Background: an optimization exercise with open tools, aiming at small area, a short achievable clock period and few clock cycles. Do not read the settings as production practice.
At most, simulation tests tie the RTL to the original design; equivalence was not proved.
For run 1, only the layout was checked, not whether the RTL still works.
The clock port is modelled as an ideal driver; clocking choices that lean on that would not hold on a real chip.
Power is estimated from default activity; no workload was simulated.

**flow/config.mk**
```make
export PLATFORM = sky130hd
export DESIGN_NAME = round_robin_thread_scheduler
export DESIGN_NICKNAME = round_robin_thread_scheduler
export VERILOG_FILES = /design/flow/design.v
export SDC_FILE = /design/flow/constraint.sdc
export NUM_CORES = 8
export LEC_CHECK = 0
export CAP_MARGIN = 20
export CORE_MARGIN = 2
export CORE_UTILIZATION = 60
export PLACE_DENSITY = 0.7
export SLEW_MARGIN = 20
export TNS_END_PERCENT = 0
```
**flow/constraint.sdc**
```tcl
create_clock -name core_clock -period 12.0 [get_ports {clk_i}]
set_input_delay 2.4000 -clock core_clock [delete_from_list [all_inputs] [get_ports {clk_i}]]
set_output_delay 2.4000 -clock core_clock [all_outputs]
set_load 0.01 [all_outputs]
```
**flow/design.v**
```verilog
`default_nettype none
package rrts_pkg;
  typedef enum logic [2:0] {
    MODE_TICK   = 3'd0,
    MODE_SPAWN  = 3'd1,
    MODE_TERM   = 3'd2,
    MODE_BLOCK  = 3'd3,
    MODE_RESUME = 3'd4,
    MODE_SLEEP  = 3'd5,
    MODE_QUERY  = 3'd6,
    MODE_NOP    = 3'd7
  } mode_e;
  typedef enum logic [1:0] {
    STAT_OK       = 2'd0,
    STAT_NO_FREE  = 2'd1,
    STAT_NO_THR   = 2'd2,
    STAT_MAIN_SLP = 2'd3
  } status_e;
  typedef enum logic [1:0] {
    RS_READY   = 2'd0,
    RS_RUNNING = 2'd1,
    RS_BLOCKED = 2'd2
  } run_state_e;
  localparam logic [31:0] QuantaMax = 32'hFFFF_FFFF;
endpackage
`default_nettype wire
`default_nettype none
module rrts_sat_inc
(
  input  wire logic [31:0] a_i,
  output logic      [31:0] inc_o
);
  assign inc_o = (a_i == rrts_pkg::QuantaMax) ? a_i : a_i + 32'd1;
endmodule
`default_nettype wire
`default_nettype none
module round_robin_thread_scheduler
#(
  parameter int MAX_THREADS = 16
) (
  input  wire logic        clk_i,
  input  wire logic        rst_ni,
  input  wire logic        in_valid_i,
  output logic             in_stall_o,
  input  wire logic [2:0]  mode_i,
  input  wire logic [3:0]  thread_id_i,
  input  wire logic [15:0] sleep_quanta_i,
  output logic             out_valid_o,
  input  wire logic        out_stall_i,
  output logic [1:0]       status_o,
  output logic [31:0]      result_value_o,
  output logic [3:0]       running_thread_o,
  output logic             running_valid_o,
  output logic [31:0]      total_quanta_o
);
  localparam int N = 16;
  logic [N-1:0]  used_q, rdy_q, held_q, slp_q;
  logic [31:0]   ptq_q [N];
  logic [15:0]   dl_q  [N];
  logic [N*N-1:0] ob_q;
  logic [3:0]    cur_q;
  logic          curv_q;
  logic [31:0]   gq_q;
  logic          ov_q;
  logic [1:0]    st_q;
  logic [31:0]   val_q;
  logic          stall_q, qry_q, qv_q;
  logic          sw_q, pop_q, rq_q;
  logic          spawn_q, term_q, blk_q, res_q, slpc_q;
  logic [3:0]    tgt_q;
  assign in_stall_o = stall_q;
  logic accept;
  assign accept = in_valid_i & ~in_stall_o;
  function automatic logic older(input logic [N*N-1:0] m, input int i, input int j);
    older = (i < j) ? m[i*N+j] : ~m[j*N+i];
  endfunction
  logic [N-1:0] head_oh;
  always_comb begin
    for (int i = 0; i < N; i++) begin
      head_oh[i] = rdy_q[i];
      for (int j = 0; j < N; j++)
        if (j != i) head_oh[i] = head_oh[i] & (~rdy_q[j] | older(ob_q, i, j));
    end
  end
  logic [3:0] head;
  always_comb begin
    head = '0;
    for (int i = 0; i < N; i++) if (head_oh[i]) head = head | 4'(i);
  end
  logic qne;
  assign qne = |rdy_q;
  logic [3:0] fid;
  logic       anyfree;
  always_comb begin
    fid = '0;
    for (int i = N-1; i >= 0; i--) if (!used_q[i]) fid = 4'(i);
  end
  assign anyfree = ~&used_q;
  logic [N-1:0] rsel_q, rsel_d;
  logic [31:0]  rdat, rinc;
  always_comb begin
    rdat = '0;
    for (int i = 0; i < N; i++) rdat = rdat | (ptq_q[i] & {32{rsel_q[i]}});
  end
  rrts_sat_inc u_inc (.a_i(rdat), .inc_o(rinc));
  logic [31:0] gq_inc;
  rrts_sat_inc u_ginc (.a_i(gq_q), .inc_o(gq_inc));
  logic is_tick, is_spawn, is_term, is_blk, is_res, is_slp, is_qry;
  assign is_tick  = mode_i == rrts_pkg::MODE_TICK;
  assign is_spawn = mode_i == rrts_pkg::MODE_SPAWN;
  assign is_term  = mode_i == rrts_pkg::MODE_TERM;
  assign is_blk   = mode_i == rrts_pkg::MODE_BLOCK;
  assign is_res   = mode_i == rrts_pkg::MODE_RESUME;
  assign is_slp   = mode_i == rrts_pkg::MODE_SLEEP;
  assign is_qry   = mode_i == rrts_pkg::MODE_QUERY;
  logic usedt, runt, slp_ok, swx, sw;
  assign usedt  = used_q[thread_id_i];
  assign runt   = curv_q & (cur_q == thread_id_i);
  assign slp_ok = curv_q & (cur_q != 4'd0);
  assign swx    = ((is_term | is_blk) & runt) | (is_slp & slp_ok);
  assign sw     = is_tick | swx;
  logic [1:0] st_d;
  always_comb begin
    st_d = rrts_pkg::STAT_OK;
    if (is_spawn && !anyfree) st_d = rrts_pkg::STAT_NO_FREE;
    if ((is_term || is_blk || is_res || is_qry) && !usedt) st_d = rrts_pkg::STAT_NO_THR;
    if (is_slp && !curv_q) st_d = rrts_pkg::STAT_NO_THR;
    if (is_slp && curv_q && cur_q == 4'd0) st_d = rrts_pkg::STAT_MAIN_SLP;
  end
  logic [3:0] cur_d;
  logic       curv_d;
  always_comb begin
    cur_d  = cur_q;
    curv_d = curv_q;
    if (is_tick) begin
      if (qne) begin
        cur_d  = head;
        curv_d = 1'b1;
      end
    end else if (swx) begin
      cur_d  = qne ? head : 4'd0;
      curv_d = qne;
    end
  end
  always_comb begin
    rsel_d = '0;
    if (is_qry) rsel_d[thread_id_i] = 1'b1;
    else if ((is_tick || swx) && qne) rsel_d = head_oh;
    else if (!swx && curv_q) rsel_d[cur_q] = 1'b1;
  end
  logic [15:0] qm2_q;
  logic        fwq_q;
  always_ff @(posedge clk_i) begin
    qm2_q <= sleep_quanta_i - 16'd2;
    fwq_q <= (sleep_quanta_i[15:1] == 15'd0) | (&gq_q[31:1]);
  end
  logic [N-1:0] dhit_q;
  always_ff @(posedge clk_i) begin
    dhit_q[0] <= 1'b0;
    for (int i = 1; i < N; i++) dhit_q[i] <= dl_q[i] == gq_q[15:0];
  end
  always_ff @(posedge clk_i or negedge rst_ni) begin
    if (!rst_ni) begin
      ov_q   <= 1'b0;
      stall_q <= 1'b0;
      qry_q  <= 1'b0;
      cur_q  <= 4'd0;
      curv_q <= 1'b1;
      rsel_q <= N'(1);
      gq_q   <= 32'd1;
    end else begin
      stall_q <= accept | qry_q | (ov_q & out_stall_i);
      qry_q <= accept & is_qry;
      if (ov_q && !out_stall_i) ov_q <= 1'b0;
      if (qry_q) ov_q <= 1'b1;
      if (accept) begin
        ov_q   <= ~is_qry;
        cur_q  <= cur_d;
        curv_q <= curv_d;
        rsel_q <= rsel_d;
        if (sw) gq_q <= gq_inc;
      end
    end
  end
  always_ff @(posedge clk_i) begin
    if (accept) begin
      st_q  <= st_d;
      val_q <= (is_spawn && anyfree) ? 32'(fid) : 32'd0;
    end
    if (qv_q) val_q <= rdat;
  end
  always_ff @(posedge clk_i) begin
    sw_q    <= accept & sw;
    qv_q    <= accept & is_qry & usedt;
    pop_q   <= accept & sw & qne;
    rq_q    <= accept & is_tick & curv_q & qne;
    spawn_q <= accept & is_spawn & anyfree;
    term_q  <= accept & is_term & usedt;
    blk_q   <= accept & is_blk & usedt;
    res_q   <= accept & is_res & usedt;
    slpc_q  <= accept & is_slp & slp_ok;
    tgt_q   <= is_spawn ? fid : ((is_tick | is_slp) ? cur_q : thread_id_i);
  end
  logic        fw, dsat;
  logic [16:0] dsum;
  logic [15:0] dl_d;
  assign dsum = {1'b0, gq_q[15:0]} + {1'b0, qm2_q};
  assign dsat = (dsum[16] | (&dsum[15:0])) & (&gq_q[31:16]);
  assign dl_d = dsat ? 16'hFFFE : dsum[15:0];
  assign fw   = slpc_q & fwq_q;
  always_ff @(posedge clk_i) begin
    for (int i = 1; i < N; i++)
      if (slpc_q && tgt_q == 4'(i)) dl_q[i] <= dl_d;
  end
  logic [N-1:0] tsel, wake, push, rqsel;
  always_comb begin
    for (int i = 0; i < N; i++) begin
      tsel[i]  = tgt_q == 4'(i);
      rqsel[i] = rq_q & tsel[i];
      if (i == 0) wake[i] = 1'b0;
      else wake[i] = sw_q & used_q[i] & slp_q[i] & dhit_q[i];
      push[i] = rqsel[i] | (wake[i] & ~held_q[i]) | ((fw | spawn_q) & tsel[i])
              | (res_q & tsel[i] & used_q[i] & ~rdy_q[i] & ~slp_q[i]
                 & ~(curv_q & cur_q == 4'(i)));
    end
  end
  always_ff @(posedge clk_i or negedge rst_ni) begin
    if (!rst_ni) begin
      used_q <= N'(1);
      rdy_q  <= '0;
      held_q <= '0;
      slp_q  <= '0;
    end else begin
      for (int i = 0; i < N; i++) begin
        if (tsel[i] && spawn_q) begin
          used_q[i] <= 1'b1;
          held_q[i] <= 1'b0;
          slp_q[i]  <= 1'b0;
        end
        if (tsel[i] && term_q) begin
          used_q[i] <= 1'b0;
          held_q[i] <= 1'b0;
          slp_q[i]  <= 1'b0;
        end
        if (tsel[i] && blk_q) held_q[i] <= 1'b1;
        if (tsel[i] && res_q) held_q[i] <= 1'b0;
        if (i != 0 && tsel[i] && slpc_q && !fw) slp_q[i] <= 1'b1;
        if (wake[i]) slp_q[i] <= 1'b0;
        if ((pop_q && cur_q == 4'(i)) || (tsel[i] && (term_q || blk_q))) rdy_q[i] <= 1'b0;
        if (push[i]) rdy_q[i] <= 1'b1;
      end
    end
  end
  always_ff @(posedge clk_i) begin
    for (int i = 0; i < N; i++)
      for (int j = i + 1; j < N; j++)
        if (push[i] || push[j]) ob_q[i*N+j] <= push[j] & ~(push[i] & rqsel[j]);
  end
  logic [31:0]  pwd;
  logic [N-1:0] pwe;
  assign pwd = rinc & {32{~spawn_q}};
  assign pwe = ({N{spawn_q}} & tsel) | ({N{sw_q}} & rsel_q);
  always_ff @(posedge clk_i or negedge rst_ni) begin
    if (!rst_ni) ptq_q[0] <= 32'd1;
    else if (pwe[0]) ptq_q[0] <= pwd;
  end
  always_ff @(posedge clk_i) begin
    for (int i = 1; i < N; i++)
      if (pwe[i]) ptq_q[i] <= pwd;
  end
  assign out_valid_o      = ov_q;
  assign status_o         = st_q;
  assign result_value_o   = val_q;
  logic [3:0]  curo_q;
  logic        curvo_q;
  logic [31:0] gqo_q;
  always_ff @(posedge clk_i) begin
    curo_q  <= accept ? cur_d : cur_q;
    curvo_q <= accept ? curv_d : curv_q;
    gqo_q   <= (accept && sw) ? gq_inc : gq_q;
  end
  assign running_thread_o = curo_q;
  assign running_valid_o  = curvo_q;
  assign total_quanta_o   = gqo_q;
endmodule
`default_nettype wire
```
**flow/flow/run.sh**
```bash
#!/bin/bash
# Standard layout with a tighter setup repair target (the clock stays at the design's period),
# a clock tree of fewer buffers and no dummy loads, port buffers sized up before clock tree
# synthesis, and cells stepped down in size after it wherever the worst slack allows.
cp standard.sh standard_copy.txt
export SETUP_SLACK_MARGIN=${SETUP_SLACK_MARGIN_OVERRIDE:-8.4}
export CTS_ARGS="-sink_clustering_enable -repair_clock_nets -dont_use_dummy_load -sink_clustering_size 22 -sink_clustering_max_diameter 100 -buf_list {sky130_fd_sc_hd__clkbuf_16}"
export PRE_CTS_TCL=$PWD/flow/iobuf.tcl
export POST_CTS_TCL=$PWD/flow/downsize.tcl
bash standard.sh > standard.log 2>&1
```
**flow/flow/downsize.tcl**
```tcl
estimate_parasitics -placement
# Area recovery: step each cell down to the next smaller drive of the same function while the
# worst setup slack stays at or above what it was, and no max slew / capacitance violation appears.
proc ds_smaller { master } {
  # sky130_fd_sc_hd__<func>_<n> -> list of smaller sizes of the same function, largest first
  if { ![regexp {^(sky130_fd_sc_hd__[a-z0-9]+)_([0-9]+)$} $master -> base n] } { return {} }
  set out {}
  foreach lc [get_lib_cells ${base}_*] {
    set name [get_name $lc]
    if { [regexp "^${base}_(\[0-9\]+)\$" $name -> m] && $m < $n } { lappend out [list $m $name] }
  }
  set out [lsort -integer -decreasing -index 0 $out]
  return [lmap x $out { lindex $x 1 }]
}
set ds_dont_use [list]
foreach p $::env(DONT_USE_CELLS) { foreach lc [get_lib_cells -quiet $p] { lappend ds_dont_use [get_name $lc] } }
proc ds_violations {} {
  return [expr { [sta::max_slew_violation_count] + [sta::max_capacitance_violation_count] }]
}
set ds_target [expr { [sta::worst_slack -max] - 0.001 }]
set ds_viol [ds_violations]
puts "downsize: start wns [sta::worst_slack -max] viol $ds_viol"
set insts {}
foreach inst [get_cells *] {
  set m [get_property $inst ref_name]
  if { [string match "*clkbuf*" $m] || [string match "*tap*" $m] || [string match "*fill*" $m] || [string match "*decap*" $m] } { continue }
  if { [regexp {_([0-9]+)$} $m -> n] && $n > 1 } { lappend insts $inst }
}
set changed 0
foreach inst $insts {
  set name [get_full_name $inst]
  set orig [get_property $inst ref_name]
  foreach cand [ds_smaller $orig] {
    if { [lsearch -exact $ds_dont_use $cand] >= 0 } { continue }
    set cur [get_property [get_cells $name] ref_name]
    replace_cell $name $cand
    if { [sta::worst_slack -max] < $ds_target || [ds_violations] > $ds_viol } {
      replace_cell $name $cur
      break
    }
    incr changed
  }
}
puts "downsize: end wns [sta::worst_slack -max] changes $changed"
```
**flow/flow/iobuf.tcl**
```tcl
# Size up the port buffers: the standard flow leaves slow delay cells or small buffers on the
# ports whose paths already meet the repair target.
proc iobuf_fix { inst } {
  set cell [get_property $inst ref_name]
  if { [string match "*dly*" $cell] || [string match "*__buf_1" $cell] || [string match "*__buf_2" $cell] } {
    puts "iobuf: [get_full_name $inst] $cell -> sky130_fd_sc_hd__buf_4"
    replace_cell [get_full_name $inst] sky130_fd_sc_hd__buf_4
  }
}
foreach port [all_outputs] {
  set net [get_nets -quiet [get_full_name $port]]
  if { $net == "" } { continue }
  foreach pin [get_pins -quiet -of_objects $net -filter "direction == output"] {
    iobuf_fix [get_cells -of_objects $pin]
  }
}
foreach port [all_inputs] {
  set name [get_full_name $port]
  if { $name == "clk_i" } { continue }
  set net [get_nets -quiet $name]
  if { $net == "" } { continue }
  foreach pin [get_pins -quiet -of_objects $net -filter "direction == input"] {
    iobuf_fix [get_cells -of_objects $pin]
  }
}
```
**flow/standard.sh**
```bash
#!/bin/bash
# synth_recipe.tcl (not shown) runs the flow's synth.tcl, then flattens the netlist and writes it again
# the make line also repeats each setting of config.mk as NAME=value (left out here)
make -C /OpenROAD-flow-scripts/flow DESIGN_CONFIG=/design/flow/config.mk WORK_HOME=/design/flow/orfs CLKGATE_MAP_FILE= SYNTH_SCRIPT=/design/flow/synth_recipe.tcl "${@:-finish}"
```
==> results.txt, run 1 <==
top layer used by detailed routing - met5
filler instances - 5887
actual transition at the worst max-transition pin - 1.430 ns
area of the mapped netlist - 0.04677 sq mm
Cells after DPL - 4436
most frequent cell on the critical path - sky130_fd_sc_hd__nor2b_4
detailed placer's ending HPWL - 80890 microns
cell type contributing the most total cell area after synthesis - sky130_fd_sc_hd__edfxtp_1
remaining number of nets flagged by the antenna check after routing - 0
length of the first detailed-routing pass in iterations - 7
wirelength, routed - 140000 microns
Syn Inst Count - 3466
fraction of the mapped netlist area in compound gates - 0.1245
smallest setup slack after layout - 7.902 ns
clock input transition at the sequential cells of the worst setup and hold paths - 0.09 ns
number of maximum-capacitance violations - 0
combined flip-flop and latch cell area - 0.03166 sq mm
most numerous cell in the Yosys netlist - sky130_fd_sc_hd__edfxtp_1
XOR/XNOR Fraction of Synth Area - 0.06236
Synth cell types - 78
type of origin of the critical path - primary input
met1 wire length - 53490 microns
crit path max-delay cell type - sky130_fd_sc_hd__nor3_2
Min-Delay Path Class - flip-flop to flip-flop
sequential element share of the synthesized area - 0.6767
final number of setup-violating endpoints - 0
clock tree from TritonCTS - yes
logic depth of the worst path, buffers included - 11
net count of the finished layout - 3546
maximum vdd drop - 127.6 uV
data required time of the critical path - 12.54 ns
dominant combinational cell family by area after synthesis - compound AO/OA/AOI/OAI gates
pins over their slew limit - 0
length of routed met2 wiring - 66650 microns
Layout Area Growth over Synthesis - 6.721%
number of antenna violations at the first check in global routing - 3
first-pass GRT wire length - 203600 microns
Gate power share - 0.156
Final Critical Period - 4.098 ns
adder-cell area share of the yosys netlist - 0.007919
worst-case setup slack after placement - 6.061 ns
average wire per cell in the routed design - 30.93 microns
number of diodes added for antenna fixing - 0
Post-synth top cells - sky130_fd_sc_hd__edfxtp_1 (874), sky130_fd_sc_hd__nand2_1 (322), sky130_fd_sc_hd__xnor2_1 (287)
final RePlAce weighted congestion - 0.9485
count of cells along the worst register-to-register path - 10
number of warnings reported in the yosys synthesis log - 3
Vias per Instance - 6.929
largest stage delay on the critical path - 0.29 ns
source-to-sink clock delay at the later pin of the worst-skew pair - 0.68 ns
area used by multi-input combinational logic - 0.01406 sq mm
overall die area - 0.08019 sq mm
switching component of the power - 2.125 mW
Critical Path End Type - flip-flop
std cell rows - 102
Critical Path Fanout Max - 8
Post-synth ARST share - 0.1356
largest cells by area after synthesis - sky130_fd_sc_hd__edfxtp_1 (56%), sky130_fd_sc_hd__dfrtp_1 (7.8%), sky130_fd_sc_hd__xnor2_1 (5.4%)
I/O Pins - 100
fraction of synthesized cell area taken by the top area cell type - 0.5612
amount of wire on met3 after detailed routing - 13480 microns
Post-Syn Area per Cell - 13.49 sq um
number of violations reported at the end of detailed-routing iteration 0 - 4451
area fraction in and, or, nand and nor cells after synthesis - 0.09476
Worst path top cell family by delay - simple AND/OR/NAND/NOR gates
Setup Skew - 0.07849 ns
Sinks on Clock Net - 1106
Worst Hold Path Cells - 2
initial cell density of the core - 0.6047
top achievable clock speed - 244.0 MHz
crit path buf inv count - 2
vias in the first global route - 30.77k
number of endpoints with negative hold slack in the final report - 0
Clk pwr share - 0.255
proportion of total power due to net switching - 0.2752
post-synthesis sequential element count - 1106
RSZ-0062 raised after global routing - yes
crit path kind - primary input to flip-flop
pin count of the biggest net entering global routing - 91
Global Route Usage Sum - 0.3428
input/output buffers - 99
final total negative setup slack - 0 ns
placed cell area - 0.04855 sq mm
Flop pwr share - 0.589
ordered list of cells on the worst path - buf_8 > xor2_2 > nor3_2 > a311oi_2 > a211oi_1 > buf_4 > and4_1 > nor2b_4 > nor2b_4 > nand4_1 > xnor2_2
EDFF count, synth - 874
drc violations - 0
height of the die - 283.2 microns
ys flop type - sky130_fd_sc_hd__edfxtp_1
via count - 31.37k
count of non-filler cells in the finished layout - 4528
Die Width - 283.2 microns
crit path DAT - 4.63 ns
final design area excluding fillers - 0.04991 sq mm
relative slew slack - 0.04693
Core Box Area - 0.07734 sq mm
leakage power summed over all cells - 17.28 nW
internal power consumption - 5.597 mW
mux share of post-synthesis cell area - 0.003772
ratio of cells with drive above 1 in the final layout - 0.06967
status - finished clean
period utilisation layout - 0.3415
total power divided by cell area - 154.7 mW/mm^2
residual overflow from global routing - 0
worst register-to-register path, stage by stage, from the launching register on:
cell and delay (ns):
sky130_fd_sc_hd__dfstp_1 0.58, sky130_fd_sc_hd__buf_12 0.27, sky130_fd_sc_hd__a22o_1 0.21, sky130_fd_sc_hd__a221oi_1 0.05, sky130_fd_sc_hd__and4_1 0.33, sky130_fd_sc_hd__or4_1 0.64, sky130_fd_sc_hd__nor3b_4 0.37, sky130_fd_sc_hd__o31ai_2 0.22
sky130_fd_sc_hd__or4b_1 0.53, sky130_fd_sc_hd__xnor2_1 0.34, sky130_fd_sc_hd__nor2_4 0.14
routing by layer:
layer,up-vias,global-route usage
li1,13220,-
met1,15822,0.4656
met2,1909,0.5654
met3,416,0.04839
met4,6,0.1329
met5,-,0
cells in the final DEF (no fill, tap or decap), types with 34 or more instances in the layout:
cell type                   instances
sky130_fd_sc_hd__buf_1            106
sky130_fd_sc_hd__clkbuf_16         56
sky130_fd_sc_hd__nor3_1            34
sky130_fd_sc_hd__nand4_1          101
sky130_fd_sc_hd__edfxtp_1         874
sky130_fd_sc_hd__nand3_1           59
sky130_fd_sc_hd__dfxtp_1           82
sky130_fd_sc_hd__nand2_1          308
sky130_fd_sc_hd__a22o_1           146
sky130_fd_sc_hd__buf_4             36
sky130_fd_sc_hd__nor2b_1           36
sky130_fd_sc_hd__inv_1             54
sky130_fd_sc_hd__and4_1            36
sky130_fd_sc_hd__a22oi_1           58
sky130_fd_sc_hd__nor4_1            44
sky130_fd_sc_hd__xnor2_1          284
sky130_fd_sc_hd__dfrtp_1          143
sky130_fd_sc_hd__a221oi_1         140
sky130_fd_sc_hd__nor2_1           103
sky130_fd_sc_hd__o21ai_0          102
sky130_fd_sc_hd__a21oi_1          155
sky130_fd_sc_hd__xor2_1            44
power by group through the flow:
stage / sequential [mW] / combinational [mW] / clock, mW
2_1_floorplan: 4.55 / 0.737 / 0
3_3_place_gp: 4.65 / 1.09 / 0
3_5_place_dp: 4.65 / 1.12 / 0
5_1_grt: 4.56 / 1.28 / 2.11
6_report: 4.55 / 1.20 / 1.97
layout make-up:
cell class,instances,area share
Clock buffer,56,0.02808
Inverter,60,0.004513
Timing Repair Buffer,212,0.02540
Multi-Input combinational cell,2054,0.2817
Sequential cell,1106,0.6343
Tap cell,1040,0.02607
logic make-up after synthesis:
kind of cell / count (synthesis)
AND/OR/NAND/NOR: 876
multiplexers: 11
AO/OA/AOI/OAI: 804
XOR/XNOR: 333
adder cells (fa/ha/maj): 29
buffers and inverters: 307
flip-flops: 1106
per-stage QoR:
step / total power [mW] / hold WS [ns] / utilization
3_3_place_gp: 5.741 / 0.4358 / 0.6277
5_1_grt: 7.947 / 0.4869 / 0.6453
6_report: 7.722 / 0.4623 / 0.6453
2_1_floorplan: 5.291 / 0.4273 / -
3_5_place_dp: 5.774 / 0.4495 / 0.6277
sequential cells by signal, indices dropped and copies added, names as in the netlist, 2 cells and up:
signal and flops:
ptq_q 512, rdy_q 16, st_q 2, gqo_q 32, curo_q 4, rsel_q 16
cur_q 4, dl_q 240, ob_q 120, qm2_q 16, val_q 32, held_q 15
gq_q 32, tgt_q 4, slp_q 15, used_q 16, dhit_q 15
path summary, 6_finish.rpt:
kind,start,to,slack (ns)
worst min-delay path,qry_q,stall_q,0.46
min in group asynchronous,rst_ni,gq_q[10],1.67
worst min register to register,qry_q,stall_q,0.46
worst max-delay path,thread_id_i[0],gq_q[29],7.90
max in group asynchronous,rst_ni,rsel_q[3],8.58
worst max register to register,rsel_q[0],ptq_q[15][16],7.98
==> inputs of run 2 (changes only) <==
--- a/flow/design.v
+++ b/flow/design.v
@@ -273,11 +273,15 @@
   assign result_value_o   = val_q;
   logic [3:0]  curo_q;
   logic        curvo_q;
-  logic [31:0] gqo_q;
+  logic [31:0] gqo_q, gqo_inc;
   always_ff @(posedge clk_i) begin
     curo_q  <= accept ? cur_d : cur_q;
     curvo_q <= accept ? curv_d : curv_q;
-    gqo_q   <= (accept && sw) ? gq_inc : gq_q;
+  end
+  rrts_sat_inc u_goinc (.a_i(gqo_q), .inc_o(gqo_inc));
+  always_ff @(posedge clk_i or negedge rst_ni) begin
+    if (!rst_ni) gqo_q <= 32'd1;
+    else if (accept && sw) gqo_q <= gqo_inc;
   end
   assign running_thread_o = curo_q;
   assign running_valid_o  = curvo_q;
==> results.txt, run 2 <==
maximum vdd drop - 165.4 uV (was 127.6 uV)
most frequent cell on the critical path - sky130_fd_sc_hd__buf_6 (was sky130_fd_sc_hd__nor2b_4)
pins over their slew limit - 0 (unchanged)
actual transition at the worst max-transition pin - 1.251 ns (was 1.430 ns)
top achievable clock speed - 256.5 MHz (was 244.0 MHz)
drc violations - 0 (unchanged)
number of endpoints with negative hold slack in the final report - 0 (unchanged)
number of diodes added for antenna fixing - 0 (unchanged)
Min-Delay Path Class - flip-flop to flip-flop (unchanged)
Sinks on Clock Net - 1106 (unchanged)
total power divided by cell area - 155.3 mW/mm^2 (was 154.7 mW/mm^2)
Post-synth ARST share - 0.1646 (was 0.1356)
final number of setup-violating endpoints - 0 (unchanged)
cell type contributing the most total cell area after synthesis - sky130_fd_sc_hd__edfxtp_1 (unchanged)
I/O Pins - 100 (unchanged)
ratio of cells with drive above 1 in the final layout - 0.07197 (was 0.06967)
post-synthesis sequential element count - 1106 (unchanged)
final RePlAce weighted congestion - 0.9650 (was 0.9485)
fraction of synthesized cell area taken by the top area cell type - 0.5482 (was 0.5612)
leakage power summed over all cells - 17.76 nW (was 17.28 nW)
clock tree from TritonCTS - yes (unchanged)
Flop pwr share - 0.581 (was 0.589)
Post-synth top cells - sky130_fd_sc_hd__edfxtp_1 (874), sky130_fd_sc_hd__nand2_1 (332), sky130_fd_sc_hd__xnor2_1 (323) (was sky130_fd_sc_hd__edfxtp_1 (874), sky130_fd_sc_hd__nand2_1 (322), sky130_fd_sc_hd__xnor2_1 (287))
sequential element share of the synthesized area - 0.6643 (was 0.6767)
largest stage delay on the critical path - 0.39 ns (was 0.29 ns)
ordered list of cells on the worst path - buf_1 > buf_6 > xor2_1 > o311a_1 > buf_6 > a211oi_4 > and4_4 > and2b_2 > nand2_2 > xnor2_2 (was buf_8 > xor2_2 > nor3_2 > a311oi_2 > a211oi_1 > buf_4 > and4_1 > nor2b_4 > nor2b_4 > nand4_1 > xnor2_2)
Critical Path End Type - flip-flop (unchanged)
remaining number of nets flagged by the antenna check after routing - 0 (unchanged)
leading cell type in the layout, fill and taps excluded - sky130_fd_sc_hd__edfxtp_1 (unchanged)
most numerous cell in the Yosys netlist - sky130_fd_sc_hd__edfxtp_1 (unchanged)
type of origin of the critical path - primary input (unchanged)
residual overflow from global routing - 0 (unchanged)
input/output buffers - 99 (unchanged)
crit path max-delay cell type - sky130_fd_sc_hd__o311a_1 (was sky130_fd_sc_hd__nor3_2)
Die Width - 286.5 microns (was 283.2 microns)
Critical Path Fanout Max - 8 (unchanged)
smallest setup slack after layout - 8.101 ns (was 7.902 ns)
EDFF count, synth - 874 (unchanged)
average wire per cell in the routed design - 30.94 microns (was 30.93 microns)
net count of the finished layout - 3644 (was 3546)
worst-case setup slack after placement - 5.707 ns (was 6.061 ns)
length of the first detailed-routing pass in iterations - 6 (was 7)
max FFs per register - 512 (unchanged)
via count - 32.18k (was 31.37k)
leading registers by flop count - ptq_q (512), dl_q (240), ob_q (120) (unchanged)
overall die area - 0.08207 sq mm (was 0.08019 sq mm)
Clk pwr share - 0.249 (was 0.255)
Post-Syn Area per Cell - 13.43 sq um (was 13.49 sq um)
detailed placer's ending HPWL - 83970 microns (was 80890 microns)
Layout Area Growth over Synthesis - 6.418% (was 6.721%)
RSZ-0062 raised after global routing - yes (unchanged)
number of antenna violations at the first check in global routing - 2 (was 3)
proportion of total power due to net switching - 0.2835 (was 0.2752)
clock input transition at the sequential cells of the worst setup and hold paths - 0.10 ns (was 0.09 ns)
period utilisation layout - 0.3249 (was 0.3415)
number of violations reported at the end of detailed-routing iteration 0 - 4159 (was 4451)
largest cells by area after synthesis - sky130_fd_sc_hd__edfxtp_1 (55%), sky130_fd_sc_hd__dfrtp_1 (9.2%), sky130_fd_sc_hd__xnor2_1 (5.9%) (was sky130_fd_sc_hd__edfxtp_1 (56%), sky130_fd_sc_hd__dfrtp_1 (7.8%), sky130_fd_sc_hd__xnor2_1 (5.4%))
initial cell density of the core - 0.6061 (was 0.6047)
wirelength, routed - 143400 microns (was 140000 microns)
crit path DAT - 4.42 ns (was 4.63 ns)
Final Critical Period - 3.899 ns (was 4.098 ns)
final total negative setup slack - 0 ns (unchanged)
Vias per Instance - 6.943 (was 6.929)
source-to-sink clock delay at the later pin of the worst-skew pair - 0.69 ns (was 0.68 ns)
vias in the first global route - 31.61k (was 30.77k)
highest-count cells in the layout ignoring fill and taps - sky130_fd_sc_hd__edfxtp_1 (874), sky130_fd_sc_hd__xnor2_1 (319), sky130_fd_sc_hd__nand2_1 (316), sky130_fd_sc_hd__dfrtp_1 (173), sky130_fd_sc_hd__a22o_1 (153) (was sky130_fd_sc_hd__edfxtp_1 (874), sky130_fd_sc_hd__nand2_1 (308), sky130_fd_sc_hd__xnor2_1 (284), sky130_fd_sc_hd__a21oi_1 (155), sky130_fd_sc_hd__a22o_1 (146))
number of warnings reported in the yosys synthesis log - 3 (unchanged)
height of the die - 286.5 microns (was 283.2 microns)
switching component of the power - 2.243 mW (was 2.125 mW)
status - finished clean (unchanged)
Synth cell types - 101 (was 78)
pin count of the biggest net entering global routing - 92 (was 91)
Gate power share - 0.170 (was 0.156)
internal power consumption - 5.670 mW (was 5.597 mW)
crit path kind - primary input to flip-flop (unchanged)
std cell rows - 103 (was 102)
Setup Skew - 0.08236 ns (was 0.07849 ns)
area of the mapped netlist - 0.04788 sq mm (was 0.04677 sq mm)
Global Route Usage Sum - 0.3473 (was 0.3428)
Syn Inst Count - 3565 (was 3466)
number of maximum-capacitance violations - 0 (unchanged)
register containing the most flip-flops in the final layout - ptq_q (unchanged)
first-pass GRT wire length - 209100 microns (was 203600 microns)
data required time of the critical path - 12.53 ns (was 12.54 ns)
ys flop type - sky130_fd_sc_hd__edfxtp_1 (unchanged)
relative slew slack - 0.1581 (was 0.04693)
Core Box Area - 0.07900 sq mm (was 0.07734 sq mm)
## run 2: power groups by stage
stage	Combinational [mW]	Clock [mW]	Sequential, mW
6_report	1.34	1.97	4.60
3_3_place_gp	1.26	0	4.68
3_5_place_dp	1.29	0	4.68
2_1_floorplan	0.866	0	4.58
5_1_grt	1.43	2.12	4.61
## run 2: path summary, 6_finish.rpt
kind                                      from       endpoint  slack (ns)  cells after the start
max in group asynchronous               rst_ni      rsel_q[8]        8.41                      3
worst max register to register       rsel_q[0]  ptq_q[15][21]        8.14                      9
worst min-delay path                     qry_q        stall_q        0.46                      2
worst max-delay path            thread_id_i[0]      gqo_q[27]        8.10                     10
min in group asynchronous               rst_ni        gq_q[1]        1.85                      1
worst min register to register           qry_q        stall_q        0.46                      2
## run 2: cell families after synthesis
family	count (synthesis)	synth area share
adders and majority gates	30	0.007997
muxes	11	0.003711
buffers and inverters	313	0.03175
DFF	1106	0.6643
xor gates and xnor gates	359	0.06567
AOI/OAI and AO/OA	811	0.1248
and+or+nand+nor	935	0.1017
## run 2: cell type report
type | count | area (sq um)
multi-input combinational | 2147 | 14900
sequential | 1106 | 31820
timing repair buffer | 220 | 1305
fill | 5907 | 28050
clock buffer | 56 | 1401
tap | 1050 | 1314
inverter | 56 | 210.2
## run 2: layer usage
metal / part of all wire / wire length (microns) / track usage
met5: 0.00019 / 27 / 0
met4: 0.046 / 6587 / 0.1382
met3: 0.10 / 14570 / 0.05564
met2: 0.48 / 68290 / 0.5644
met1: 0.38 / 53930 / 0.4732
## run 2: worst max-delay path, delay by kind of cell
kind            cells  cell delay [ns]
xor+xnor            2             0.31
buf+inv             3             0.39
simple gates        3             0.61
compound gates      2             0.71
## run 2: per-stage QoR
| step | hold slack (ns) | area (sq um) | total power, mW | std cells | utilization |
|---|---|---|---|---|---|
| 2_1_floorplan | 0.4273 | 47890 | 5.448 | 3565 | - |
| 3_3_place_gp | 0.4368 | 49590 | 5.945 | 4541 | 0.6277 |
| 3_5_place_dp | 0.4440 | 49600 | 5.975 | 4541 | 0.6278 |
| 5_1_grt | 0.4926 | 50950 | 8.154 | 4635 | 0.6450 |
| 6_report | 0.4592 | 50950 | 7.913 | 4635 | 0.6450 |
Testbench counts of run 2, summed over its fixed seeds: cycles 49,907.
==> inputs of run 3 (changes only) <==
--- a/flow/design.v
+++ b/flow/design.v
@@ -273,15 +273,14 @@
   assign result_value_o   = val_q;
   logic [3:0]  curo_q;
   logic        curvo_q;
-  logic [31:0] gqo_q, gqo_inc;
-  always_ff @(posedge clk_i) begin
-    curo_q  <= accept ? cur_d : cur_q;
-    curvo_q <= accept ? curv_d : curv_q;
-  end
-  rrts_sat_inc u_goinc (.a_i(gqo_q), .inc_o(gqo_inc));
-  always_ff @(posedge clk_i or negedge rst_ni) begin
-    if (!rst_ni) gqo_q <= 32'd1;
-    else if (accept && sw) gqo_q <= gqo_inc;
+  logic [31:0] gqo_q;
+  always_ff @(posedge clk_i) begin
+    if (accept) begin
+      curo_q  <= cur_d;
+      curvo_q <= curv_d;
+    end
+    if (!rst_ni) gqo_q <= gq_q;
+    else if (accept && sw) gqo_q <= gq_inc;
   end
   assign running_thread_o = curo_q;
   assign running_valid_o  = curvo_q;
--- a/flow/flow/run.sh
+++ b/flow/flow/run.sh
@@ -3,7 +3,7 @@
 # a clock tree of fewer buffers and no dummy loads, port buffers sized up before clock tree
 # synthesis, and cells stepped down in size after it wherever the worst slack allows.
 cp standard.sh standard_copy.txt
-export SETUP_SLACK_MARGIN=${SETUP_SLACK_MARGIN_OVERRIDE:-8.4}
+export SETUP_SLACK_MARGIN=${SETUP_SLACK_MARGIN_OVERRIDE:-8.6}
 export CTS_ARGS="-sink_clustering_enable -repair_clock_nets -dont_use_dummy_load -sink_clustering_size 22 -sink_clustering_max_diameter 100 -buf_list {sky130_fd_sc_hd__clkbuf_16}"
 export PRE_CTS_TCL=$PWD/flow/iobuf.tcl
 export POST_CTS_TCL=$PWD/flow/downsize.tcl
--- a/flow/config.mk
+++ b/flow/config.mk
@@ -7,7 +7,7 @@
 export LEC_CHECK = 0
 export CAP_MARGIN = 20
 export CORE_MARGIN = 2
-export CORE_UTILIZATION = 60
-export PLACE_DENSITY = 0.7
+export CORE_UTILIZATION = 65
+export PLACE_DENSITY = 0.75
 export SLEW_MARGIN = 20
 export TNS_END_PERCENT = 0
==> results.txt, run 3 <==
length of the first detailed-routing pass in iterations - 19 (was 6)
net count of the finished layout - 3701 (was 3644)
wirelength, routed - 144400 microns (was 143400 microns)
highest-count cells in the layout ignoring fill and taps - sky130_fd_sc_hd__edfxtp_1 (911), sky130_fd_sc_hd__nand2_1 (349), sky130_fd_sc_hd__xnor2_1 (299), sky130_fd_sc_hd__a21oi_1 (169), sky130_fd_sc_hd__a22o_1 (133) (was sky130_fd_sc_hd__edfxtp_1 (874), sky130_fd_sc_hd__xnor2_1 (319), sky130_fd_sc_hd__nand2_1 (316), sky130_fd_sc_hd__dfrtp_1 (173), sky130_fd_sc_hd__a22o_1 (153))
maximum vdd drop - 173.7 uV (was 165.4 uV)
data required time of the critical path - 12.35 ns (was 12.53 ns)
initial cell density of the core - 0.6581 (was 0.6061)
mux share of post-synthesis cell area - 0.005333 (was 0.003711)
overall die area - 0.07619 sq mm (was 0.08207 sq mm)
Final Critical Period - 3.790 ns (was 3.899 ns)
Post-synth top cells - sky130_fd_sc_hd__edfxtp_1 (911), sky130_fd_sc_hd__nand2_1 (363), sky130_fd_sc_hd__xnor2_1 (299) (was sky130_fd_sc_hd__edfxtp_1 (874), sky130_fd_sc_hd__nand2_1 (332), sky130_fd_sc_hd__xnor2_1 (323))
final number of setup-violating endpoints - 0 (unchanged)
crit path max-delay cell type - sky130_fd_sc_hd__nor2b_1 (was sky130_fd_sc_hd__o311a_1)
Vias per Instance - 7.211 (was 6.943)
register containing the most flip-flops in the final layout - ptq_q (unchanged)
Synth cell types - 90 (was 101)
input/output buffers - 99 (unchanged)
placed cell area - 0.04967 sq mm (was 0.04960 sq mm)
number of warnings reported in the yosys synthesis log - 3 (unchanged)
reg-to-reg setup timing slack - 8.21 ns (was 8.14 ns)
clock tree from TritonCTS - yes (unchanged)
leading registers by flop count - ptq_q (512), dl_q (240), ob_q (120) (unchanged)
ratio of cells with drive above 1 in the final layout - 0.08345 (was 0.07197)
total power of the final layout - 9.884 mW (was 7.913 mW)
end of the worst hold path - stall_q (unchanged)
std cell rows - 99 (was 103)
fraction of synthesized cell area taken by the top area cell type - 0.5688 (was 0.5482)
relative slew slack - 0.1585 (was 0.1581)
top achievable clock speed - 263.9 MHz (was 256.5 MHz)
adder-cell area share of the yosys netlist - 0.007700 (was 0.007997)
source-to-sink clock delay at the later pin of the worst-skew pair - 0.67 ns (was 0.69 ns)
Sinks on Clock Net - 1106 (unchanged)
I/O Pins - 100 (unchanged)
pins over their slew limit - 0 (unchanged)
worst min-delay path startpoint - qry_q (unchanged)
most numerous cell in the Yosys netlist - sky130_fd_sc_hd__edfxtp_1 (unchanged)
count of cells along the worst register-to-register path - 6 (was 9)
Layout Area Growth over Synthesis - 6.722% (was 6.418%)
cell type contributing the most total cell area after synthesis - sky130_fd_sc_hd__edfxtp_1 (unchanged)
largest stage delay on the critical path - 0.93 ns (was 0.39 ns)
crit path kind - flip-flop to flip-flop (was primary input to flip-flop)
first-pass GRT wire length - 210900 microns (was 209100 microns)
via count - 33.19k (was 32.18k)
Die Width - 276.0 microns (was 286.5 microns)
largest cells by area after synthesis - sky130_fd_sc_hd__edfxtp_1 (57%), sky130_fd_sc_hd__dfrtp_1 (7.5%), sky130_fd_sc_hd__xnor2_1 (5.4%) (was sky130_fd_sc_hd__edfxtp_1 (55%), sky130_fd_sc_hd__dfrtp_1 (9.2%), sky130_fd_sc_hd__xnor2_1 (5.9%))
ordered list of cells on the worst path - nor2b_1 > nand2_1 > o22a_1 > buf_1 > inv_1 > a31oi_1 (was buf_1 > buf_6 > xor2_1 > o311a_1 > buf_6 > a211oi_4 > and4_4 > and2b_2 > nand2_2 > xnor2_2)
residual overflow from global routing - 0 (unchanged)
number of endpoints with negative hold slack in the final report - 0 (unchanged)
XOR/XNOR Fraction of Synth Area - 0.06301 (was 0.06567)
Post-Syn Area per Cell - 13.33 sq um (was 13.43 sq um)
height of the die - 276.0 microns (was 286.5 microns)
leading cell type in the layout, fill and taps excluded - sky130_fd_sc_hd__edfxtp_1 (unchanged)
vias in the first global route - 32.74k (was 31.61k)
number of maximum-capacitance violations - 0 (unchanged)
Setup Skew - 0.04287 ns (was 0.08236 ns)
Core Box Area - 0.07308 sq mm (was 0.07900 sq mm)
ys flop type - sky130_fd_sc_hd__edfxtp_1 (unchanged)
status - finished clean (unchanged)
Critical Path End Type - flip-flop (unchanged)
total power divided by cell area - 192.6 mW/mm^2 (was 155.3 mW/mm^2)
Post-synth ARST share - 0.1356 (was 0.1646)
clock input transition at the sequential cells of the worst setup and hold paths - 0.10 ns (about the same)
Critical Path Fanout Max - 17 (was 8)
crit path DAT - 4.14 ns (was 4.42 ns)
Global Route Usage Sum - 0.3726 (was 0.3473)
RSZ-0062 raised after global routing - yes (unchanged)
pin count of the biggest net entering global routing - 63 (was 92)
sequential element share of the synthesized area - 0.6657 (was 0.6643)
number of antenna violations at the first check in global routing - 3 (was 2)
period utilisation layout - 0.3158 (was 0.3249)
post-synthesis sequential element count - 1106 (unchanged)
leakage power summed over all cells - 17.96 nW (was 17.76 nW)
drc violations - 0 (unchanged)
final design area excluding fillers - 0.05133 sq mm (was 0.05095 sq mm)
area of the mapped netlist - 0.04810 sq mm (was 0.04788 sq mm)
actual transition at the worst max-transition pin - 1.262 ns (was 1.251 ns)
max FFs per register - 512 (unchanged)
Min-Delay Path Class - flip-flop to flip-flop (unchanged)
EDFF count, synth - 911 (was 874)
beginning of the worst register-to-register path - tgt_q[0] (was rsel_q[0])
number of violations reported at the end of detailed-routing iteration 0 - 4513 (was 4159)
area fraction in and, or, nand and nor cells after synthesis - 0.09995 (was 0.1017)
type of origin of the critical path - flip-flop (was primary input)
Syn Inst Count - 3609 (was 3565)
final total negative setup slack - 0 ns (unchanged)
dominant combinational cell family by area after synthesis - compound AO/OA/AOI/OAI gates (unchanged)
final RePlAce weighted congestion - 1.027 (was 0.9650)
detailed placer's ending HPWL - 86140 microns (was 83970 microns)
fraction of the mapped netlist area in compound gates - 0.1246 (was 0.1248)
average wire per cell in the routed design - 31.38 microns (was 30.94 microns)
end of the worst register-to-register path - ob_q[18] (was ptq_q[15][21])
remaining number of nets flagged by the antenna check after routing - 0 (unchanged)
Worst Hold Path Cells - 2 (unchanged)
## run 3: cell count changes after synthesis, moves of 23 or more
| cell | change |
|---|---|
| sky130_fd_sc_hd__nor2_1 | -31 |
| sky130_fd_sc_hd__nand2_1 | +31 |
| sky130_fd_sc_hd__buf_4 | -23 |
| sky130_fd_sc_hd__edfxtp_1 | +37 |
| sky130_fd_sc_hd__a22oi_1 | +23 |
| sky130_fd_sc_hd__a221oi_1 | -23 |
| sky130_fd_sc_hd__a21oi_1 | +23 |
| sky130_fd_sc_hd__dfrtp_1 | -31 |
| sky130_fd_sc_hd__xnor2_1 | -24 |
## run 3: layer usage
| metal | GRT usage | vias up | share of wire |
|---|---|---|---|
| met1 | 0.4968 | 16561 | 0.36 |
| met3 | 0.06321 | 471 | 0.11 |
| met4 | 0.1573 | 2 | 0.049 |
| met2 | 0.6130 | 2332 | 0.48 |
| li1 | - | 13827 | - |
| met5 | 0 | - | 0.000090 |
## run 3: worst max path at each step
stage,depth (start not counted),slack (ns),from,to
3_3_place_gp,9,6.26,thread_id_i[1],rsel_q[0]
6_report,6,8.21,tgt_q[0],ob_q[18]
2_1_floorplan,7,7.84,thread_id_i[1],gqo_q[0]
3_5_place_dp,9,6.26,thread_id_i[1],rsel_q[0]
5_1_grt,11,8.22,thread_id_i[1],rsel_q[2]
## run 3: metrics by stage
stage / setup slack, ns / hold slack (ns) / cells / util
after floorplan: 7.837 / 0.4273 / 3609 / -
after global placement: 6.262 / 0.4411 / 4491 / 0.6793
after detailed placement: 6.262 / 0.4691 / 4491 / 0.6796
after global routing: 8.219 / 0.5111 / 4603 / 0.7024
final: 8.210 / 0.4801 / 4603 / 0.7024
## run 3: layout make-up
cell class	count	area (sq um)
timing repair inverter	1	7.507
tap	959	1200
inverter	63	240.2
clock buffer	56	1401
timing repair buffer	240	1461
sequential	1106	32050
fill	5049	21750
multi-input combinational	2177	14970
antenna	1	2.502
## run 3: cell families after synthesis
group	after synthesis
buffers and inverters	328
muxes	18
AOI/OAI and AO/OA	828
xor gates and xnor gates	346
DFF	1106
and+or+nand+nor	954
adders and majority gates	29
## run 3: critical path, delay by kind of cell, from the launching register on
family / cells / cell delay (ns)
flip-flops: 1 / 0.77
AND/OR/NAND/NOR: 2 / 1.20
buffers and inverters: 2 / 1.12
AO/OA/AOI/OAI: 2 / 0.40
## run 3: where the power goes
group | total, mW | internal, mW | switching [mW]
clock network | 1.97 | 0.828 | 1.14
logic | 2.77 | 0.837 | 1.94
registers | 5.14 | 4.93 | 0.213
total | 9.88 | 6.59 | 3.29
Testbench counts of run 3, summed over its fixed seeds: cycles 49,907.
==> inputs of run 4 (changes only) <==
--- a/flow/flow/run.sh
+++ b/flow/flow/run.sh
@@ -7,4 +7,5 @@
 export CTS_ARGS="-sink_clustering_enable -repair_clock_nets -dont_use_dummy_load -sink_clustering_size 22 -sink_clustering_max_diameter 100 -buf_list {sky130_fd_sc_hd__clkbuf_16}"
 export PRE_CTS_TCL=$PWD/flow/iobuf.tcl
 export POST_CTS_TCL=$PWD/flow/downsize.tcl
+export REMOVE_ABC_BUFFERS=1
 bash standard.sh > standard.log 2>&1
--- a/flow/config.mk
+++ b/flow/config.mk
@@ -7,7 +7,7 @@
 export LEC_CHECK = 0
 export CAP_MARGIN = 20
 export CORE_MARGIN = 2
-export CORE_UTILIZATION = 65
-export PLACE_DENSITY = 0.75
+export CORE_UTILIZATION = 52
+export PLACE_DENSITY = 0.62
 export SLEW_MARGIN = 20
 export TNS_END_PERCENT = 0
==> results.txt, run 4 <==
area of the mapped netlist - 0.04810 sq mm (unchanged)
max FFs per register - 512 (unchanged)
wirelength, routed - 150100 microns (was 144400 microns)
Post-synth top cells - sky130_fd_sc_hd__edfxtp_1 (911), sky130_fd_sc_hd__nand2_1 (363), sky130_fd_sc_hd__xnor2_1 (299) (unchanged)
pin count of the biggest net entering global routing - 68 (was 63)
most numerous cell in the Yosys netlist - sky130_fd_sc_hd__edfxtp_1 (unchanged)
sequential element share of the synthesized area - 0.6657 (unchanged)
Flop pwr share - 0.517 (was 0.520)
ys flop type - sky130_fd_sc_hd__edfxtp_1 (unchanged)
pins over their slew limit - 0 (unchanged)
initial cell density of the core - 0.5247 (was 0.6581)
number of violations reported at the end of detailed-routing iteration 0 - 4245 (was 4513)
clock input transition at the sequential cells of the worst setup and hold paths - 0.09 ns (was 0.10 ns)
drc violations - 0 (unchanged)
number of endpoints with negative hold slack in the final report - 0 (unchanged)
via count - 32.35k (was 33.19k)
Setup Skew - 0.07824 ns (was 0.04287 ns)
leading registers by flop count - ptq_q (512), dl_q (240), ob_q (120) (unchanged)
I/O Pins - 100 (unchanged)
average wire per cell in the routed design - 31.08 microns (was 31.38 microns)
total power divided by cell area - 193.0 mW/mm^2 (was 192.6 mW/mm^2)
Clk pwr share - 0.202 (was 0.199)
beginning of the worst register-to-register path - tgt_q[1] (was tgt_q[0])
leading cell type in the layout, fill and taps excluded - sky130_fd_sc_hd__edfxtp_1 (unchanged)
Core Box Area - 0.09166 sq mm (was 0.07308 sq mm)
residual overflow from global routing - 0 (unchanged)
Critical Path Fanout Max - 18 (was 17)
largest cells by area after synthesis - sky130_fd_sc_hd__edfxtp_1 (57%), sky130_fd_sc_hd__dfrtp_1 (7.5%), sky130_fd_sc_hd__xnor2_1 (5.4%) (unchanged)
data required time of the critical path - 12.31 ns (was 12.35 ns)
number of antenna violations at the first check in global routing - 0 (was 3)
crit path kind - flip-flop to flip-flop (unchanged)
final number of setup-violating endpoints - 0 (unchanged)
clock tree from TritonCTS - yes (unchanged)
final core occ - 0.5640 (was 0.7024)
source-to-sink clock delay at the later pin of the worst-skew pair - 0.69 ns (was 0.67 ns)
Vias per Instance - 6.697 (was 7.211)
crit path DAT - 4.09 ns (was 4.14 ns)
Min-Delay Path Class - flip-flop to flip-flop (unchanged)
top achievable clock speed - 265.0 MHz (was 263.9 MHz)
Sinks on Clock Net - 1106 (unchanged)
Syn Inst Count - 3609 (unchanged)
std cell rows - 111 (was 99)
Critical Path End Type - flip-flop (unchanged)
RSZ-0062 raised after global routing - yes (unchanged)
type of origin of the critical path - flip-flop (unchanged)
proportion of total power due to net switching - 0.3364 (was 0.3328)
fraction of synthesized cell area taken by the top area cell type - 0.5688 (unchanged)
status - finished clean (unchanged)
height of the die - 308.1 microns (was 276.0 microns)
worst setup path startpoint - tgt_q[1] (was tgt_q[0])
post-synthesis sequential element count - 1106 (unchanged)
final total negative setup slack - 0 ns (unchanged)
net count of the finished layout - 3700 (was 3701)
Die Width - 308.1 microns (was 276.0 microns)
Final Critical Period - 3.774 ns (was 3.790 ns)
register containing the most flip-flops in the final layout - ptq_q (unchanged)
first-pass GRT wire length - 215500 microns (was 210900 microns)
cell type contributing the most total cell area after synthesis - sky130_fd_sc_hd__edfxtp_1 (unchanged)
number of warnings reported in the yosys synthesis log - 3 (unchanged)
Synth cell types - 90 (unchanged)
leakage power summed over all cells - 18.03 nW (was 17.96 nW)
relative slew slack - 0.2046 (was 0.1585)
remaining number of nets flagged by the antenna check after routing - 0 (unchanged)
internal power consumption - 6.620 mW (was 6.595 mW)
total power of the final layout - 9.975 mW (was 9.884 mW)
highest-count cells in the layout ignoring fill and taps - sky130_fd_sc_hd__edfxtp_1 (911), sky130_fd_sc_hd__nand2_1 (350), sky130_fd_sc_hd__xnor2_1 (297), sky130_fd_sc_hd__a21oi_1 (170), sky130_fd_sc_hd__dfrtp_1 (139) (was sky130_fd_sc_hd__edfxtp_1 (911), sky130_fd_sc_hd__nand2_1 (349), sky130_fd_sc_hd__xnor2_1 (299), sky130_fd_sc_hd__a21oi_1 (169), sky130_fd_sc_hd__a22o_1 (133))
switching component of the power - 3.355 mW (was 3.290 mW)
Post-synth ARST share - 0.1356 (unchanged)
Layout Area Growth over Synthesis - 7.476% (was 6.722%)
input/output buffers - 99 (unchanged)
Post-Syn Area per Cell - 13.33 sq um (unchanged)
EDFF count, synth - 911 (unchanged)
number of maximum-capacitance violations - 0 (unchanged)
actual transition at the worst max-transition pin - 1.193 ns (was 1.262 ns)
worst min-delay path startpoint - qry_q (unchanged)
vias in the first global route - 31.60k (was 32.74k)
Gate power share - 0.281 (about the same)
final RePlAce weighted congestion - 0.9696 (was 1.027)
period utilisation layout - 0.3145 (was 0.3158)
maximum vdd drop - 147.8 uV (was 173.7 uV)
detailed placer's ending HPWL - 90350 microns (was 86140 microns)
Global Route Usage Sum - 0.3108 (was 0.3726)
ratio of cells with drive above 1 in the final layout - 0.08045 (was 0.08345)
overall die area - 0.09494 sq mm (was 0.07619 sq mm)
length of the first detailed-routing pass in iterations - 6 (was 19)
-- run 4: layout make-up --
class / count / area [sq um]
sequential: 1106 / 32030
timing repair buffer: 239 / 1493
inverter: 63 / 240.2
antenna: 2 / 5.005
clock buffer: 57 / 1426
fill: 7584 / 39970
timing repair inverter: 1 / 7.507
multi-input combinational: 2176 / 15010
tap: 1186 / 1484
-- run 4: kinds of logic after synthesis --
| group | Yosys count | synth area share |
|---|---|---|
| buffers and inverters | 328 | 0.03379 |
| flip-flops | 1106 | 0.6657 |
| AND/OR/NAND/NOR | 954 | 0.09995 |
| multiplexers | 18 | 0.005333 |
| AO/OA/AOI/OAI | 828 | 0.1246 |
| adder cells (fa/ha/maj) | 29 | 0.007700 |
| XOR/XNOR | 346 | 0.06301 |
-- run 4: path summary, 6_finish.rpt --
check | to | slack [ns] | cells past startpoint
max reg2reg | ptq_q[2][10] | 8.23 | 4
min | stall_q | 0.48 | 2
min reg2reg | stall_q | 0.48 | 2
max | ptq_q[2][10] | 8.23 | 4
max in group asynchronous | ptq_q[0][0] | 9.08 | 3
min in group asynchronous | gq_q[12] | 1.71 | 1
-- run 4: power by group through the flow --
| stage | sequential, mW | clock (mW) | combinational [mW] |
|---|---|---|---|
| 2_1_floorplan | 5.27 | 0 | 1.32 |
| 3_3_place_gp | 5.28 | 0 | 2.32 |
| 3_5_place_dp | 5.30 | 0 | 2.39 |
| 5_1_grt | 5.17 | 2.16 | 2.97 |
| 6_report | 5.15 | 2.02 | 2.80 |
-- run 4: per-stage QoR --
stage,worst slack [ns],cells,instance area [sq um],hold WS [ns]
floorplan,7.240,3344,46710,0.4273
global placement,6.798,4723,49940,0.4460
detailed placement,6.767,4723,49970,0.4445
global route,8.211,4828,51690,0.5054
finish,8.226,4830,51690,0.4831
-- run 4: worst max-delay path, stage by stage (launching register included) --
cell,delay (ns)
sky130_fd_sc_hd__dfxtp_1,0.77
sky130_fd_sc_hd__nand2b_1,0.24
sky130_fd_sc_hd__nor3_1,0.94
sky130_fd_sc_hd__a22o_2,0.76
sky130_fd_sc_hd__buf_2,0.67
-- run 4: per-layer routing --
layer	wire (microns)	global-route usage	vias to the layer above
met1	59540	0.4148	16467
met2	72230	0.5247	1716
met3	12040	0.04027	365
met5	0	0	-
li1	-	-	13799
met4	6294	0.1106	0
==> inputs of run 5 (changes only) <==
--- a/flow/flow/run.sh
+++ b/flow/flow/run.sh
@@ -7,5 +7,4 @@
 export CTS_ARGS="-sink_clustering_enable -repair_clock_nets -dont_use_dummy_load -sink_clustering_size 22 -sink_clustering_max_diameter 100 -buf_list {sky130_fd_sc_hd__clkbuf_16}"
 export PRE_CTS_TCL=$PWD/flow/iobuf.tcl
 export POST_CTS_TCL=$PWD/flow/downsize.tcl
-export REMOVE_ABC_BUFFERS=1
 bash standard.sh > standard.log 2>&1
--- a/flow/config.mk
+++ b/flow/config.mk
@@ -10,4 +10,4 @@
 export CORE_UTILIZATION = 52
 export PLACE_DENSITY = 0.62
 export SLEW_MARGIN = 20
-export TNS_END_PERCENT = 0
+export TNS_END_PERCENT = 20
==> results.txt, run 5 <==
final total negative setup slack - 0 ns (unchanged)
number of antenna violations at the first check in global routing - 2 (was 0)
status - finished clean (unchanged)
Global Route Usage Sum - 0.3121 (was 0.3108)
leading registers by flop count - ptq_q (512), dl_q (240), ob_q (120) (unchanged)
Critical Path Fanout Max - 45 (was 18)
ratio of cells with drive above 1 in the final layout - 0.1218 (was 0.08045)
length of the first detailed-routing pass in iterations - 5 (was 6)
first-pass GRT wire length - 216000 microns (was 215500 microns)
smallest setup slack after layout - 8.190 ns (was 8.226 ns)
type of origin of the critical path - flip-flop (unchanged)
average wire per cell in the routed design - 31.57 microns (was 31.08 microns)
Die Width - 308.1 microns (unchanged)
Syn Inst Count - 3609 (unchanged)
clock input transition at the sequential cells of the worst setup and hold paths - 0.10 ns (was 0.09 ns)
pins over their slew limit - 0 (unchanged)
number of maximum-capacitance violations - 0 (unchanged)
number of endpoints with negative hold slack in the final report - 0 (unchanged)
Worst Hold Path Cells - 2 (unchanged)
Post-Syn Area per Cell - 13.33 sq um (unchanged)
pin count of the biggest net entering global routing - 98 (was 68)
relative slew slack - 0.2058 (was 0.2046)
filler instances - 7395 (was 7584)
actual transition at the worst max-transition pin - 1.191 ns (was 1.193 ns)
crit path DAT - 4.33 ns (was 4.09 ns)
Sinks on Clock Net - 1106 (unchanged)
height of the die - 308.1 microns (unchanged)
number of violations reported at the end of detailed-routing iteration 0 - 4303 (was 4245)
Layout Area Growth over Synthesis - 10.78% (was 7.476%)
final number of setup-violating endpoints - 0 (unchanged)
number of warnings reported in the yosys synthesis log - 3 (unchanged)
most numerous cell in the Yosys netlist - sky130_fd_sc_hd__edfxtp_1 (unchanged)
Final Critical Period - 3.810 ns (was 3.774 ns)
ys flop type - sky130_fd_sc_hd__edfxtp_1 (unchanged)
fraction of synthesized cell area taken by the top area cell type - 0.5688 (unchanged)
max FFs per register - 512 (unchanged)
Core Box Area - 0.09166 sq mm (unchanged)
worst-case setup slack after placement - 6.726 ns (was 6.767 ns)
register containing the most flip-flops in the final layout - ptq_q (unchanged)
dominant combinational cell family by area after synthesis - compound AO/OA/AOI/OAI gates (unchanged)
period utilisation layout - 0.3175 (was 0.3145)
initial cell density of the core - 0.5247 (unchanged)
I/O Pins - 100 (unchanged)
sequential element share of the synthesized area - 0.6657 (unchanged)
Synth cell types - 90 (unchanged)
drc violations - 0 (unchanged)
highest-count cells in the layout ignoring fill and taps - sky130_fd_sc_hd__edfxtp_1 (911), sky130_fd_sc_hd__nand2_1 (344), sky130_fd_sc_hd__xnor2_1 (298), sky130_fd_sc_hd__a21oi_1 (170), sky130_fd_sc_hd__a22o_1 (134) (was sky130_fd_sc_hd__edfxtp_1 (911), sky130_fd_sc_hd__nand2_1 (350), sky130_fd_sc_hd__xnor2_1 (297), sky130_fd_sc_hd__a21oi_1 (170), sky130_fd_sc_hd__dfrtp_1 (139))
leading cell type in the layout, fill and taps excluded - sky130_fd_sc_hd__edfxtp_1 (unchanged)
area fraction in and, or, nand and nor cells after synthesis - 0.09995 (unchanged)
vias in the first global route - 31.82k (was 31.60k)
Min-Delay Path Class - flip-flop to flip-flop (unchanged)
input/output buffers - 99 (unchanged)
clock tree from TritonCTS - yes (unchanged)
count of cells along the worst register-to-register path - 6 (was 4)
XOR/XNOR Fraction of Synth Area - 0.06301 (unchanged)
final core occ - 0.5813 (was 0.5640)
detailed placer's ending HPWL - 87530 microns (was 90350 microns)
crit path kind - flip-flop to flip-flop (unchanged)
maximum vdd drop - 158.6 uV (was 147.8 uV)
largest cells by area after synthesis - sky130_fd_sc_hd__edfxtp_1 (57%), sky130_fd_sc_hd__dfrtp_1 (7.5%), sky130_fd_sc_hd__xnor2_1 (5.4%) (unchanged)
std cell rows - 111 (unchanged)
via count - 33.31k (was 32.35k)
fraction of the mapped netlist area in compound gates - 0.1246 (unchanged)
Post-synth top cells - sky130_fd_sc_hd__edfxtp_1 (911), sky130_fd_sc_hd__nand2_1 (363), sky130_fd_sc_hd__xnor2_1 (299) (unchanged)
cell type contributing the most total cell area after synthesis - sky130_fd_sc_hd__edfxtp_1 (unchanged)
source-to-sink clock delay at the later pin of the worst-skew pair - 0.70 ns (was 0.69 ns)
leakage power summed over all cells - 18.68 nW (was 18.03 nW)
EDFF count, synth - 911 (unchanged)
remaining number of nets flagged by the antenna check after routing - 0 (unchanged)
wirelength, routed - 155400 microns (was 150100 microns)
data required time of the critical path - 12.52 ns (was 12.31 ns)
mux share of post-synthesis cell area - 0.005333 (unchanged)
RSZ-0062 raised after global routing - yes (unchanged)
overall die area - 0.09494 sq mm (unchanged)
top achievable clock speed - 262.4 MHz (was 265.0 MHz)
final RePlAce weighted congestion - 0.9452 (was 0.9696)
post-synthesis sequential element count - 1106 (unchanged)
area of the mapped netlist - 0.04810 sq mm (unchanged)
Setup Skew - 0.08997 ns (was 0.07824 ns)
adder-cell area share of the yosys netlist - 0.007700 (unchanged)
residual overflow from global routing - 0 (unchanged)
Critical Path End Type - flip-flop (unchanged)
Vias per Instance - 6.766 (was 6.697)
net count of the finished layout - 3793 (was 3700)
Post-synth ARST share - 0.1356 (unchanged)
total power divided by cell area - 194.6 mW/mm^2 (was 193.0 mW/mm^2)
## run 5: cell counts after synthesis
Identical to the previous run, type by type.
## run 5: metal layers
layer,vias to the layer above,routed length (microns),GRT usage,share of wire
met1,17027,60850,0.4240,0.39
li1,13991,-,-,-
met2,1912,73890,0.5136,0.48
met4,2,6244,0.1079,0.040
met5,-,11,0,0.000071
met3,378,14410,0.04892,0.093
## run 5: cell type report
cell class	instances	area [sq um]	area share
Sequential cell	1106	32050	0.6015
Multi-Input combinational cell	2181	15380	0.2886
Clock buffer	56	1401	0.02630
Timing Repair Buffer	328	2711	0.05089
Inverter	63	247.7	0.004650
Timing Repair inverter	1	5.005	0.00009393
Antenna cell	2	5.005	0.00009393
Tap cell	1186	1484	0.02785
## run 5: worst max-delay path, cell delays in order (launching register included)
cell and delay (ns):
sky130_fd_sc_hd__dfxtp_2 0.36, sky130_fd_sc_hd__clkbuf_4 0.41, sky130_fd_sc_hd__buf_4 0.47, sky130_fd_sc_hd__a22oi_1 0.24, sky130_fd_sc_hd__buf_2 0.84, sky130_fd_sc_hd__or2_1 0.99, sky130_fd_sc_hd__o21ai_0 0.25
## run 5: path summary, 6_finish.rpt
path	to	startpoint	slack, ns
setup reg to reg	ptq_q[0][20]	spawn_q	8.19
hold / removal	stall_q	qry_q	0.39
setup / recovery	ptq_q[0][20]	spawn_q	8.19
hold reg to reg	stall_q	qry_q	0.39
max in group asynchronous	rsel_q[8]	rst_ni	8.41
min in group asynchronous	gq_q[11]	rst_ni	1.86
## run 5: through the flow
| step | hold WS, ns | cells | total power, mW | area, sq um |
|---|---|---|---|---|
| 3_3_place_gp | 0.4346 | 4716 | 7.607 | 49980 |
| 6_report | 0.3928 | 4923 | 10.37 | 53280 |
| 5_1_grt | 0.4240 | 4921 | 10.68 | 53280 |
| 2_1_floorplan | 0.4273 | 3609 | 6.762 | 48300 |
| 3_5_place_dp | 0.4475 | 4716 | 7.694 | 50010 |
## run 5: power breakdown
part	internal (mW)	switching, mW
Sequential	4.93	0.224
Clock	0.829	1.18
Combinational	1.11	2.11
## run 5: cell families (layout without fill, tap and decap cells)
group / Yosys count / count (layout)
flops: 1106 / 1106
simple gates: 954 / 960
compound gates: 828 / 828
xor+xnor: 346 / 346
buf+inv: 328 / 448
fa+ha+maj: 29 / 29
mux: 18 / 18
other cells: 0 / 2

## separate check: timing with driven ports
How much do the figures lean on ideal ports? The routed layouts below were timed once more, with nothing changed but the port constraints. Step 1 sets driving cells, clkbuf_16 on the clock port and buf_2 on the other inputs (assumed; they add their load-dependent delay and slew). Step 2 also shifts input and output timing later by t, the mid clock arrival at the registers, as if the neighbouring blocks saw the same clock. Slacks: ideal ports / drivers / drivers and shift; pairs: ideal ports / drivers.
run	shift t [ns]	setup WS [ns]	worst setup path after step 2	slew at the worst register clock pin (ns)	cell pins on the clock port's net
run 1	0.707	7.902 / 7.892 / 7.185	input to register	0.10 / 0.10	1
run 2	0.716	8.101 / 8.073 / 7.358	input to register	0.10 / 0.10	1
run 3	0.719	8.210 / 8.210 / 7.578	input to register	0.10 / 0.10	1
run 4	0.719	8.226 / 8.176 / 7.582	input to register	0.10 / 0.10	1
run 5	0.725	8.190 / 8.168 / 7.634	input to register	0.10 / 0.10	1
After both steps every run listed still meets setup and hold. For run 2, which loses most, drivers alone change the setup slack by -0.028 ns; drivers and shift together by -0.743 ns.
